This design comes from an exercise in tuning for small area on the open sky130 flow, not from production work. Only the layout flow was run in this run; the RTL was not checked for function there. Power figures rest on the tool's default switching activity, not on a simulated workload.

===== design/flow/run.sh =====
#!/bin/bash
# synth_recipe.tcl (not shown) runs the flow's synth.tcl, then flattens the netlist and writes it again
# the make line also repeats each setting of config.mk as NAME=value (left out here)
make -C /OpenROAD-flow-scripts/flow DESIGN_CONFIG=/design/flow/config.mk WORK_HOME=/design/flow/orfs CLKGATE_MAP_FILE= SYNTH_SCRIPT=/design/flow/synth_recipe.tcl finish

===== design/flow/config.mk =====
export PLATFORM = sky130hd
export DESIGN_NAME = watch_top
export DESIGN_NICKNAME = watch_top
export VERILOG_FILES = /design/flow/design.v
export SDC_FILE = /design/flow/constraint.sdc
export NUM_CORES = 4
export LEC_CHECK = 0
export CAP_MARGIN = 20
export CORE_MARGIN = 2
export CORE_UTILIZATION = 40
export SLEW_MARGIN = 20

===== design/flow/constraint.sdc =====
create_clock -name core_clock -period 10.0 [get_ports {clock}]
set_input_delay 2.0000 -clock core_clock [delete_from_list [all_inputs] [get_ports {clock}]]
set_output_delay 2.0000 -clock core_clock [all_outputs]
set_load 0.01 [all_outputs]

===== design/flow/design.v =====
package watch_pkg;
    localparam int CLOCKS_PER_TICK = 1000;   
    localparam int TICKS_PER_SECOND = 1000;
    localparam int SAMPLE_TICKS = 100;       
    localparam int MELODY_DEPTH = 80;
    localparam int LED_STEP = 10;
    localparam int HOUR_W = 5;
    localparam int MIN_W = 6;
    localparam int NOTE_W = 8;
    localparam int LEN_W = 7;
    localparam int MODE_W = 2;
    localparam int MODE_IN_W = 4;
    localparam int BUTTON_W = 12;
    localparam int LED_W = 8;
    localparam int TONE_W = 12;
    localparam logic [HOUR_W-1:0] HOURS_PER_DAY = 5'd24;
    localparam logic [MIN_W-1:0] MINUTES_PER_HOUR = 6'd60;
    localparam logic [MODE_W-1:0] MODE_RUN = 2'd0;
    localparam logic [MODE_W-1:0] MODE_SET_TIME = 2'd1;
    localparam logic [MODE_W-1:0] MODE_SET_ALARM = 2'd2;
    localparam logic [MODE_W-1:0] MODE_RECORD = 2'd3;
    localparam logic [TONE_W-1:0] TONE_PERIOD_C2 = 12'd3830;
    localparam logic [TONE_W-1:0] TONE_PERIOD_D2 = 12'd3400;
    localparam logic [TONE_W-1:0] TONE_PERIOD_E2 = 12'd3038;
    localparam logic [TONE_W-1:0] TONE_PERIOD_F2 = 12'd2864;
    localparam logic [TONE_W-1:0] TONE_PERIOD_G2 = 12'd2550;
    localparam logic [TONE_W-1:0] TONE_PERIOD_A2 = 12'd2272;
    localparam logic [TONE_W-1:0] TONE_PERIOD_B2 = 12'd2028;
    localparam logic [TONE_W-1:0] TONE_PERIOD_C3 = 12'd1912;
    localparam int KEY_HOUR_DOWN = 11;
    localparam int KEY_HOUR_UP = 9;
    localparam int KEY_MIN_DOWN = 8;
    localparam int KEY_MIN_UP = 6;
    localparam int KEY_SEC_DOWN = 5;
    localparam int KEY_SEC_UP = 3;
    localparam int KEY_ALARM_TOGGLE = 0;
    localparam int KEY_PLAY = 11;
    localparam int KEY_CLEAR = 10;
    typedef union packed {
        logic [BUTTON_W-1:0] keys;
        struct packed {
            logic [BUTTON_W-NOTE_W-1:0] ctrl;
            logic [NOTE_W-1:0] notes;
        } tune;
    } button_word_u;
endpackage
`timescale 1ns/1ps
module panel_input (
    input  logic clock,
    input  logic reset,
    input  logic [watch_pkg::MODE_IN_W-1:0] mode,
    input  logic [watch_pkg::BUTTON_W-1:0] button,
    output logic tick,
    output logic [watch_pkg::MODE_W-1:0] active_mode,
    output watch_pkg::button_word_u key_pulse,
    output logic [watch_pkg::NOTE_W-1:0] note_level
);
    logic [$clog2(watch_pkg::CLOCKS_PER_TICK)-1:0] div_count;
    watch_pkg::button_word_u btn_sync;
    logic [watch_pkg::BUTTON_W-1:0] btn_prev;
    assign tick = (div_count == watch_pkg::CLOCKS_PER_TICK - 1);
    assign note_level = btn_sync.tune.notes;
    always_ff @(posedge clock or negedge reset) begin
        if (!reset) begin
            div_count <= '0;
            btn_sync <= '0;
            btn_prev <= '0;
        end else if (tick) begin
            div_count <= '0;
            btn_sync.keys <= button;
            btn_prev <= btn_sync.keys;   
        end else begin
            div_count <= div_count + 1'b1;
        end
    end
    always_comb begin
        key_pulse.keys = tick ? (btn_sync.keys & ~btn_prev) : '0;
        if (mode[3]) active_mode = watch_pkg::MODE_SET_TIME;
        else if (mode[2]) active_mode = watch_pkg::MODE_SET_ALARM;
        else if (mode[1]) active_mode = watch_pkg::MODE_RECORD;
        else active_mode = watch_pkg::MODE_RUN;
    end
endmodule
`timescale 1ns/1ps
module time_keeper (
    input  logic clock,
    input  logic reset,
    input  logic tick,
    input  logic [watch_pkg::MODE_W-1:0] active_mode,
    input  watch_pkg::button_word_u key_pulse,
    output logic [watch_pkg::HOUR_W-1:0] hour,
    output logic [watch_pkg::MIN_W-1:0] minute,
    output logic [watch_pkg::MIN_W-1:0] second
);
    logic [$clog2(watch_pkg::TICKS_PER_SECOND)-1:0] ms_count;
    always_ff @(posedge clock or negedge reset) begin
        if (!reset) begin
            ms_count <= '0;
            hour <= '0;
            minute <= '0;
            second <= '0;
        end else if (active_mode == watch_pkg::MODE_RUN) begin
            if (tick) begin
                if (ms_count == watch_pkg::TICKS_PER_SECOND - 1) begin
                    ms_count <= '0;
                    if (second == watch_pkg::MINUTES_PER_HOUR - 1'b1) begin
                        second <= '0;
                        if (minute == watch_pkg::MINUTES_PER_HOUR - 1'b1) begin
                            minute <= '0;
                            hour <= (hour == watch_pkg::HOURS_PER_DAY - 1'b1) ? '0 : hour + 1'b1;
                        end else begin
                            minute <= minute + 1'b1;
                        end
                    end else begin
                        second <= second + 1'b1;
                    end
                end else begin
                    ms_count <= ms_count + 1'b1;
                end
            end
        end else if (active_mode == watch_pkg::MODE_SET_TIME) begin
            if (key_pulse.keys[watch_pkg::KEY_HOUR_DOWN]) begin
                hour <= (hour == '0) ? watch_pkg::HOURS_PER_DAY - 1'b1 : hour - 1'b1;
            end else if (key_pulse.keys[watch_pkg::KEY_HOUR_UP]) begin
                hour <= (hour == watch_pkg::HOURS_PER_DAY - 1'b1) ? '0 : hour + 1'b1;
            end
            if (key_pulse.keys[watch_pkg::KEY_MIN_DOWN]) begin
                minute <= (minute == '0) ? watch_pkg::MINUTES_PER_HOUR - 1'b1 : minute - 1'b1;
            end else if (key_pulse.keys[watch_pkg::KEY_MIN_UP]) begin
                minute <= (minute == watch_pkg::MINUTES_PER_HOUR - 1'b1) ? '0 : minute + 1'b1;
            end
            if (key_pulse.keys[watch_pkg::KEY_SEC_DOWN]) begin
                second <= (second == '0) ? watch_pkg::MINUTES_PER_HOUR - 1'b1 : second - 1'b1;
            end else if (key_pulse.keys[watch_pkg::KEY_SEC_UP]) begin
                second <= (second == watch_pkg::MINUTES_PER_HOUR - 1'b1) ? '0 : second + 1'b1;
            end
        end
    end
endmodule
`timescale 1ns/1ps
module alarm_unit (
    input  logic clock,
    input  logic reset,
    input  logic [watch_pkg::MODE_W-1:0] active_mode,
    input  watch_pkg::button_word_u key_pulse,
    input  logic [watch_pkg::HOUR_W-1:0] hour,
    input  logic [watch_pkg::MIN_W-1:0] minute,
    input  logic [watch_pkg::MIN_W-1:0] second,
    output logic alarm_start,
    output logic alarm_enabled
);
    logic [watch_pkg::HOUR_W-1:0] alarm_hour;
    logic [watch_pkg::MIN_W-1:0] alarm_minute;
    logic triggered;
    logic set_mode;
    assign set_mode = (active_mode == watch_pkg::MODE_SET_ALARM);
    assign alarm_start = (active_mode != watch_pkg::MODE_RECORD) && alarm_enabled && !triggered &&
                         (hour == alarm_hour) && (minute == alarm_minute) && (second == '0);
    always_ff @(posedge clock or negedge reset) begin
        if (!reset) begin
            alarm_hour <= '0;
            alarm_minute <= '0;
            alarm_enabled <= 1'b0;
            triggered <= 1'b0;
        end else begin
            if (alarm_start) begin
                triggered <= 1'b1;
            end else if (second != '0) begin
                triggered <= 1'b0;   
            end
            if (set_mode && key_pulse.keys[watch_pkg::KEY_HOUR_DOWN]) begin
                alarm_hour <= (alarm_hour == '0) ? watch_pkg::HOURS_PER_DAY - 1'b1 : alarm_hour - 1'b1;
            end else if (set_mode && key_pulse.keys[watch_pkg::KEY_HOUR_UP]) begin
                alarm_hour <= (alarm_hour == watch_pkg::HOURS_PER_DAY - 1'b1) ? '0 : alarm_hour + 1'b1;
            end
            if (set_mode && key_pulse.keys[watch_pkg::KEY_MIN_DOWN]) begin
                alarm_minute <= (alarm_minute == '0) ? watch_pkg::MINUTES_PER_HOUR - 1'b1 :
                                alarm_minute - 1'b1;
            end else if (set_mode && key_pulse.keys[watch_pkg::KEY_MIN_UP]) begin
                alarm_minute <= (alarm_minute == watch_pkg::MINUTES_PER_HOUR - 1'b1) ? '0 :
                                alarm_minute + 1'b1;
            end
            if (set_mode && key_pulse.keys[watch_pkg::KEY_ALARM_TOGGLE]) begin
                alarm_enabled <= !alarm_enabled;
            end
        end
    end
endmodule
`timescale 1ns/1ps
module melody_recorder (
    input  logic clock,
    input  logic reset,
    input  logic tick,
    input  logic [watch_pkg::MODE_W-1:0] active_mode,
    input  watch_pkg::button_word_u key_pulse,
    input  logic [watch_pkg::NOTE_W-1:0] note_level,
    input  logic alarm_start,
    input  logic alarm_enabled,
    output logic [watch_pkg::NOTE_W-1:0] play_note,
    output logic [watch_pkg::LED_W-1:0] led
);
    logic [watch_pkg::NOTE_W-1:0] melody [watch_pkg::MELODY_DEPTH];
    logic [watch_pkg::LEN_W-1:0] length;
    logic [watch_pkg::LEN_W-1:0] play_idx;
    logic [$clog2(watch_pkg::SAMPLE_TICKS)-1:0] sample_count;
    logic playing;
    logic record_mode;
    logic sample_done;
    logic clear_req;
    logic start_req;
    logic recording;
    logic store;
    logic [watch_pkg::LED_W-1:0] level_bar;
    assign record_mode = (active_mode == watch_pkg::MODE_RECORD);
    assign sample_done = (sample_count == watch_pkg::SAMPLE_TICKS - 1);
    assign clear_req = record_mode && key_pulse.keys[watch_pkg::KEY_CLEAR];
    assign start_req = (alarm_start || (record_mode && key_pulse.keys[watch_pkg::KEY_PLAY])) &&
                       !playing && (length != '0);
    assign recording = record_mode && !playing && (|note_level) &&
                       (length < watch_pkg::MELODY_DEPTH);
    assign store = tick && recording && sample_done && !clear_req && !start_req;
    always_ff @(posedge clock or negedge reset) begin
        if (!reset) begin
            length <= '0;
            play_idx <= '0;
            sample_count <= '0;
            playing <= 1'b0;
        end else if (clear_req) begin
            length <= '0;   
            play_idx <= '0;
            sample_count <= '0;
            playing <= 1'b0;
        end else if (start_req) begin
            play_idx <= '0;
            sample_count <= '0;
            playing <= 1'b1;
        end else if (tick) begin
            if (playing) begin
                if (sample_done) begin
                    sample_count <= '0;
                    if (play_idx == length - 1'b1) begin
                        playing <= 1'b0;
                        play_idx <= '0;
                    end else begin
                        play_idx <= play_idx + 1'b1;
                    end
                end else begin
                    sample_count <= sample_count + 1'b1;
                end
            end else if (recording) begin
                if (sample_done) begin
                    sample_count <= '0;
                    length <= length + 1'b1;
                end else begin
                    sample_count <= sample_count + 1'b1;
                end
            end else begin
                sample_count <= '0;   
            end
        end
    end
    always_ff @(posedge clock) begin
        if (store) begin
            melody[length] <= note_level;
        end
    end
    always_comb begin
        for (int i = 0; i < watch_pkg::LED_W; i++) begin
            level_bar[i] = (length != '0) && (length >= i * watch_pkg::LED_STEP);
        end
        if (playing) play_note = melody[play_idx];
        else if (record_mode) play_note = note_level;
        else play_note = '0;
    end
    always_ff @(posedge clock or negedge reset) begin
        if (!reset) led <= '0;
        else if (record_mode) led <= level_bar;
        else led <= {{(watch_pkg::LED_W-1){1'b0}}, alarm_enabled};
    end
endmodule
`timescale 1ns/1ps
module tone_generator (
    input  logic clock,
    input  logic reset,
    input  logic [watch_pkg::NOTE_W-1:0] play_note,
    output logic piezo
);
    logic [watch_pkg::TONE_W-1:0] period;
    logic [watch_pkg::TONE_W-1:0] count;
    always_comb begin
        casez (play_note)   
            8'b1???????: period = watch_pkg::TONE_PERIOD_C3;
            8'b01??????: period = watch_pkg::TONE_PERIOD_B2;
            8'b001?????: period = watch_pkg::TONE_PERIOD_A2;
            8'b0001????: period = watch_pkg::TONE_PERIOD_G2;
            8'b00001???: period = watch_pkg::TONE_PERIOD_F2;
            8'b000001??: period = watch_pkg::TONE_PERIOD_E2;
            8'b0000001?: period = watch_pkg::TONE_PERIOD_D2;
            8'b00000001: period = watch_pkg::TONE_PERIOD_C2;
            default: period = '0;
        endcase
    end
    always_ff @(posedge clock or negedge reset) begin
        if (!reset) begin
            piezo <= 1'b0;
            count <= '0;
        end else if (period == '0) begin
            piezo <= 1'b0;
            count <= '0;
        end else if (count >= (period >> 1)) begin
            piezo <= ~piezo;   
            count <= '0;
        end else begin
            count <= count + 1'b1;
        end
    end
endmodule
`timescale 1ns/1ps
module watch_top (
    input  logic clock,
    input  logic reset,
    input  logic [watch_pkg::MODE_IN_W-1:0] mode,
    input  logic [watch_pkg::BUTTON_W-1:0] button,
    output logic [watch_pkg::HOUR_W-1:0] hour,
    output logic [watch_pkg::MIN_W-1:0] minute,
    output logic [watch_pkg::MIN_W-1:0] second,
    output logic [watch_pkg::LED_W-1:0] led,
    output logic piezo
);
    logic tick;
    logic [watch_pkg::MODE_W-1:0] active_mode;
    watch_pkg::button_word_u key_pulse;
    logic [watch_pkg::NOTE_W-1:0] note_level;
    logic alarm_start;
    logic alarm_enabled;
    logic [watch_pkg::NOTE_W-1:0] play_note;
    panel_input panel0 (
        .clock(clock),
        .reset(reset),
        .mode(mode),
        .button(button),
        .tick(tick),
        .active_mode(active_mode),
        .key_pulse(key_pulse),
        .note_level(note_level)
    );
    time_keeper keeper0 (
        .clock(clock),
        .reset(reset),
        .tick(tick),
        .active_mode(active_mode),
        .key_pulse(key_pulse),
        .hour(hour),
        .minute(minute),
        .second(second)
    );
    alarm_unit alarm0 (
        .clock(clock),
        .reset(reset),
        .active_mode(active_mode),
        .key_pulse(key_pulse),
        .hour(hour),
        .minute(minute),
        .second(second),
        .alarm_start(alarm_start),
        .alarm_enabled(alarm_enabled)
    );
    melody_recorder recorder0 (
        .clock(clock),
        .reset(reset),
        .tick(tick),
        .active_mode(active_mode),
        .key_pulse(key_pulse),
        .note_level(note_level),
        .alarm_start(alarm_start),
        .alarm_enabled(alarm_enabled),
        .play_note(play_note),
        .led(led)
    );
    tone_generator tone0 (
        .clock(clock),
        .reset(reset),
        .play_note(play_note),
        .piezo(piezo)
    );
endmodule

==> run notes <==
# TYPE chip_impl_metric gauge
chip_impl_info{name="outcome",value="timing/DRC/antenna clean"} 1
chip_impl_metric{name="synth_area",unit="µm²"} 32200
chip_impl_metric{name="grt_start_max_net_pins",unit=""} 98
chip_impl_metric{name="grt_first_pass_wirelength",unit="mm"} 114
chip_impl_metric{name="share_of_power_burned_in_the_clock_network",unit=""} 0.446
chip_impl_metric{name="power_density",unit="nW/µm²"} 181
chip_impl_metric{name="total_leakage_power",unit="µW"} 0.00924
chip_impl_metric{name="ant_nets",unit=""} 0
chip_impl_metric{name="synth_fp_nets",unit=""} 2144
chip_impl_metric{name="p_int",unit="µW"} 5180
chip_impl_info{name="root_buffer",value="sky130_fd_sc_hd__clkbuf_16"} 1
chip_impl_metric{name="worst_clock_skew",unit="ns"} 0.0304
chip_impl_metric{name="report.final.slew_viol_count",unit=""} 0
chip_impl_metric{name="final.period_utilization",unit=""} 0.645
chip_impl_metric{name="power_switching_share",unit=""} 0.207
chip_impl_metric{name="sequentialPowerShare",unit=""} 0.525
chip_impl_metric{name="grt_overflow_total",unit=""} 0
chip_impl_metric{name="num-fill-cells",unit=""} 6892
chip_impl_metric{name="power.ir.vdd_worst",unit="µV"} 101
chip_impl_metric{name="worst_reg2reg_setup_slack",unit="ns"} 3.55
chip_impl_info{name="yosys_most_used_dff",value="sky130_fd_sc_hd__edfxtp_1"} 1
chip_impl_metric{name="combPwrFrac",unit=""} 0.028
chip_impl_info{name="most-common-layout-cells",value="640 x sky130_fd_sc_hd__edfxtp_1, 171 x sky130_fd_sc_hd__nor2_1, 163 x sky130_fd_sc_hd__nand2_1, 109 x sky130_fd_sc_hd__mux4_2, 109 x sky130_fd_sc_hd__mux2i_1"} 1
chip_impl_info{name="final_common_cell",value="sky130_fd_sc_hd__edfxtp_1"} 1
chip_impl_metric{name="slew_headroom",unit=""} 0.186
chip_impl_metric{name="timing.final.hold_violations",unit=""} 0
chip_impl_metric{name="drt-pass1-iter-count",unit=""} 8
chip_impl_metric{name="hold_buffers",unit=""} 0
chip_impl_metric{name="die-area",unit="µm²"} 82700
chip_impl_metric{name="post-place-cells",unit=""} 3094
chip_impl_info{name="timing.critical_path.from_type",value="register"} 1
chip_impl_metric{name="synthCells",unit=""} 2095
chip_impl_metric{name="drt_iter0_drc",unit=""} 1813
chip_impl_metric{name="cts.repair_timing.setup_buffer_count",unit=""} 0
chip_impl_metric{name="max-cap-violations",unit=""} 0
chip_impl_metric{name="multi_input_comb_area",unit="µm²"} 9450
chip_impl_metric{name="timing.fmax",unit="MHz"} 155
chip_impl_metric{name="pin_count",unit=""} 44
chip_impl_info{name="rsz_0062_raised_after_global_routing",value="no"} 1
chip_impl_metric{name="fin_nets",unit=""} 2173
chip_impl_metric{name="critical_path.max_fanout",unit=""} 49
chip_impl_info{name="critical_path.slowest_cell",value="sky130_fd_sc_hd__dfrtp_4"} 1
chip_impl_metric{name="crit_required",unit="ns"} 10.55
chip_impl_metric{name="setup_tns",unit="ns"} 0
chip_impl_metric{name="half_perimeter_wire_length_of_the_detailed_placement_result",unit="mm"} 47.3
chip_impl_metric{name="worst-slew-pin-transition",unit="ns"} 1.22
chip_impl_metric{name="detail_route.drc_violations",unit=""} 0
chip_impl_metric{name="cts_inserted_buffers",unit=""} 78
chip_impl_metric{name="die_x",unit="µm"} 288
chip_impl_metric{name="route.final.wire_length",unit="mm"} 76.2
chip_impl_info{name="cp_cell_sequence",value="buf_4 > nand3b_1 > o22ai_1 > or4_1 > a32oi_1 > o21ai_0 > nor2_1 > inv_1 > nor2_1 > and2_1 > ha_1 > nand2b_1 > a21o_1 > a21o_1 > a21o_1 > a211oi_1 > o21bai_1 > a31oi_1 > o41ai_4 > nor2_2"} 1
chip_impl_metric{name="vias",unit=""} 18415
chip_impl_metric{name="clk_latency",unit="ns"} 0.64
chip_impl_info{name="critical_path.endpoint_type",value="register"} 1
chip_impl_info{name="criticalPathCategory",value="reg -> reg"} 1
chip_impl_metric{name="cts.reportedPaths.clkPinSlew",unit="ns"} 0.06
chip_impl_metric{name="area.growth.synth_to_final",unit="%"} 12.2
chip_impl_metric{name="vias_in_the_first_global_route",unit=""} 18053
chip_impl_metric{name="wl_per_cell",unit="µm"} 23.5
chip_impl_metric{name="avgViaCountPerCell",unit=""} 5.69
chip_impl_metric{name="port_buffers",unit=""} 42
chip_impl_metric{name="dieHeight",unit="µm"} 288
chip_impl_metric{name="antenna_found_initial",unit=""} 0
chip_impl_info{name="cts_tree",value="built"} 1
chip_impl_info{name="setup.worst_path.start",value="recorder0.play_idx[1]$_DFFE_PN0P_"} 1
chip_impl_metric{name="stdcell_count",unit=""} 3236
chip_impl_metric{name="netlist-cell-type-count",unit=""} 73
chip_impl_metric{name="report.final.setup_viol",unit=""} 0
chip_impl_metric{name="synth.yosys.seq_area_share",unit=""} 0.685
chip_impl_metric{name="synth_edf_count",unit=""} 640
chip_impl_metric{name="reg2reg_depth",unit=""} 20
chip_impl_metric{name="final-seq-area",unit="µm²"} 22100
chip_impl_metric{name="period_minus_slack",unit="ns"} 6.45
chip_impl_info{name="setup.worst_path.end",value="tone0.count[8]$_DFF_PN0_"} 1
chip_impl_metric{name="ys_seq_elements",unit=""} 753
chip_impl_metric{name="crit_arrival",unit="ns"} 7.00
chip_impl_metric{name="cts.repair.resized",unit=""} 0
chip_impl_metric{name="detailed_place.area",unit="µm²"} 33500
chip_impl_info{name="critical_path.reg2reg.startpoint",value="recorder0.play_idx[1]$_DFFE_PN0P_"} 1
chip_impl_metric{name="std_cell_rows",unit=""} 103
chip_impl_info{name="worstHoldPathType",value="reg -> reg"} 1
chip_impl_info{name="r2r-end",value="tone0.count[8]$_DFF_PN0_"} 1
chip_impl_metric{name="cts.sink_count",unit=""} 753
chip_impl_metric{name="ctsHtreeMaxLevel",unit=""} 3
chip_impl_metric{name="cts.path.max_buffers",unit=""} 3
chip_impl_metric{name="hold_ws",unit="ns"} 0.468
chip_impl_metric{name="floorplan.core_area",unit="µm²"} 79300
chip_impl_metric{name="synth_async_sr_flop_share",unit=""} 0.150
chip_impl_metric{name="global_route.usage.total",unit=""} 0.184
chip_impl_metric{name="initial_utilization",unit=""} 0.406
chip_impl_metric{name="stdcell_area",unit="µm²"} 36100
chip_impl_metric{name="power_switching",unit="µW"} 1350
chip_impl_metric{name="post_route_cells_drive_above_1_share",unit=""} 0.139
chip_impl_metric{name="post_synth.cell_area_avg",unit="µm²"} 15.4
chip_impl_metric{name="number_of_antenna_diodes",unit=""} 0
chip_impl_info{name="crit_path_frequent_cell",value="sky130_fd_sc_hd__a21o_1"} 1
chip_impl_metric{name="cp_slowest_stage_delay",unit="ns"} 0.85
chip_impl_metric{name="gp_congestion",unit=""} 0.846
chip_impl_metric{name="synthesis.yosys.warnings",unit=""} 5
## worst min path at each step
stage,start,endpoint,slack (ns),depth (start not counted)
after floorplan,panel0.btn_prev[11]$_DFFE_PN0N_,panel0.btn_prev[11]$_DFFE_PN0N_,0.44,2
after global placement,panel0.btn_prev[11]$_DFFE_PN0N_,panel0.btn_prev[11]$_DFFE_PN0N_,0.45,2
after detailed placement,panel0.btn_prev[8]$_DFFE_PN0N_,panel0.btn_prev[8]$_DFFE_PN0N_,0.46,2
after CTS,panel0.btn_prev[8]$_DFFE_PN0N_,panel0.btn_prev[8]$_DFFE_PN0N_,0.47,2
after global routing,panel0.btn_prev[11]$_DFFE_PN0N_,panel0.btn_prev[11]$_DFFE_PN0N_,0.49,2
final,panel0.btn_prev[8]$_DFFE_PN0N_,panel0.btn_prev[8]$_DFFE_PN0N_,0.47,2
## critical path, delay by kind of cell, from the launching register on
kind | cells | cell delay, ns
AOI/OAI and AO/OA | 10 | 2.24
adders and majority gates | 1 | 0.22
buffers and inverters | 2 | 0.86
DFF | 1 | 0.85
and+or+nand+nor | 7 | 2.13
## layout make-up
type                            count  area share
Tap cell                         1050      0.0364
Clock buffer                       95      0.0570
Sequential cell                   753       0.611
Timing Repair Buffer               62      0.0164
Clock inverter                     47      0.0142
Multi-Input combinational cell   1200       0.262
Inverter                           29     0.00301
## layer usage
layer | share of wire | global-route usage | vias up
li1 | - | - | 8178
met1 | 0.42 | 0.253 | 9489
met2 | 0.50 | 0.306 | 637
met3 | 0.063 | 0.0305 | 111
met4 | 0.019 | 0.0447 | 0
met5 | 0 | 0 | -
## stage by stage
stage | util | power (µW) | worst slack [ns]
3_5_place_dp | 0.423 | 3680 | 3.28
6_report | 0.456 | 6520 | 3.55
4_1_cts | 0.455 | 6580 | 3.47
3_3_place_gp | 0.423 | 3670 | 3.31
5_1_grt | 0.456 | 6730 | 3.17
2_1_floorplan | - | 3600 | 4.32
## state kept, by name, indices dropped and copies added, names as in the netlist
name,cells
alarm0.triggered,1
recorder0.sample_count,7
keeper0.ms_count,10
recorder0.melody,640
alarm0.alarm_hour,5
keeper0.hour,5
recorder0.length,7
tone0.count,12
tone0.piezo,1
panel0.btn_prev,8
alarm0.alarm_enabled,1
panel0.btn_sync,12
recorder0.play_idx,7
keeper0.minute,6
recorder0.led,8
keeper0.second,6
alarm0.alarm_minute,6
recorder0.playing,1
panel0.div_count,10
## power by group through the flow
| stage | registers (µW) | clock network, µW | logic [µW] |
|---|---|---|---|
| after floorplan | 3470 | 0 | 130 |
| after global placement | 3490 | 0 | 181 |
| after detailed placement | 3490 | 0 | 184 |
| after CTS | 3430 | 2970 | 185 |
| after global routing | 3430 | 3090 | 205 |
| final | 3430 | 2910 | 184 |
## logic make-up after synthesis
kind of cell    share of synthesized area
simple gates                       0.0840
compound gates                     0.0628
fa+ha+maj                          0.0121
mux                                 0.118
buf+inv                            0.0218
xor+xnor                           0.0161
flops                               0.685
## cell usage after synthesis (21+ instances only)
cell type,number,area share
sky130_fd_sc_hd__dfrtp_1,113,0.088
sky130_fd_sc_hd__clkbuf_1,66,0.0077
sky130_fd_sc_hd__edfxtp_1,640,0.60
sky130_fd_sc_hd__xnor2_1,34,0.0093
sky130_fd_sc_hd__nand3_1,58,0.0090
sky130_fd_sc_hd__nand2_1,163,0.019
sky130_fd_sc_hd__xor2_1,25,0.0068
sky130_fd_sc_hd__mux2i_1,109,0.034
sky130_fd_sc_hd__ha_1,31,0.012
sky130_fd_sc_hd__nand4_1,21,0.0041
sky130_fd_sc_hd__inv_1,29,0.0034
sky130_fd_sc_hd__o21ai_0,84,0.013
sky130_fd_sc_hd__mux4_2,109,0.076
sky130_fd_sc_hd__nor2b_1,21,0.0041
sky130_fd_sc_hd__a31oi_1,21,0.0041
sky130_fd_sc_hd__a21oi_1,50,0.0078
sky130_fd_sc_hd__nor2_1,171,0.020
sky130_fd_sc_hd__nor3_1,27,0.0042
sky130_fd_sc_hd__a22oi_1,36,0.0084

separate check: timing with driven ports:
In the flow no input, the clock included, has a driving cell. The finished layout below was timed again as built, in two steps. Step 1 assumes that a clkbuf_16 drives the clock port and a buf_2 every other input. Step 2 moves the port delays by t, midway between the first and last clock arrival at a register: inputs arrive t later, outputs are due t later. That takes back most of the time a late clock gives input paths. a / b / c = ideal ports / drivers / drivers and shift; a / b = the first two.
shift t [ns]: 0.687
slack for setup (ns): 3.547 / 3.547 / 3.204
latest minus earliest clock arrival (ns): 0.037 / 0.036
worst data-port slew with drivers (ns): 0.05
After both steps setup and hold are still met in this run. The setup slack of this run moves by 0.000 ns with the drivers and by -0.343 ns with both steps.
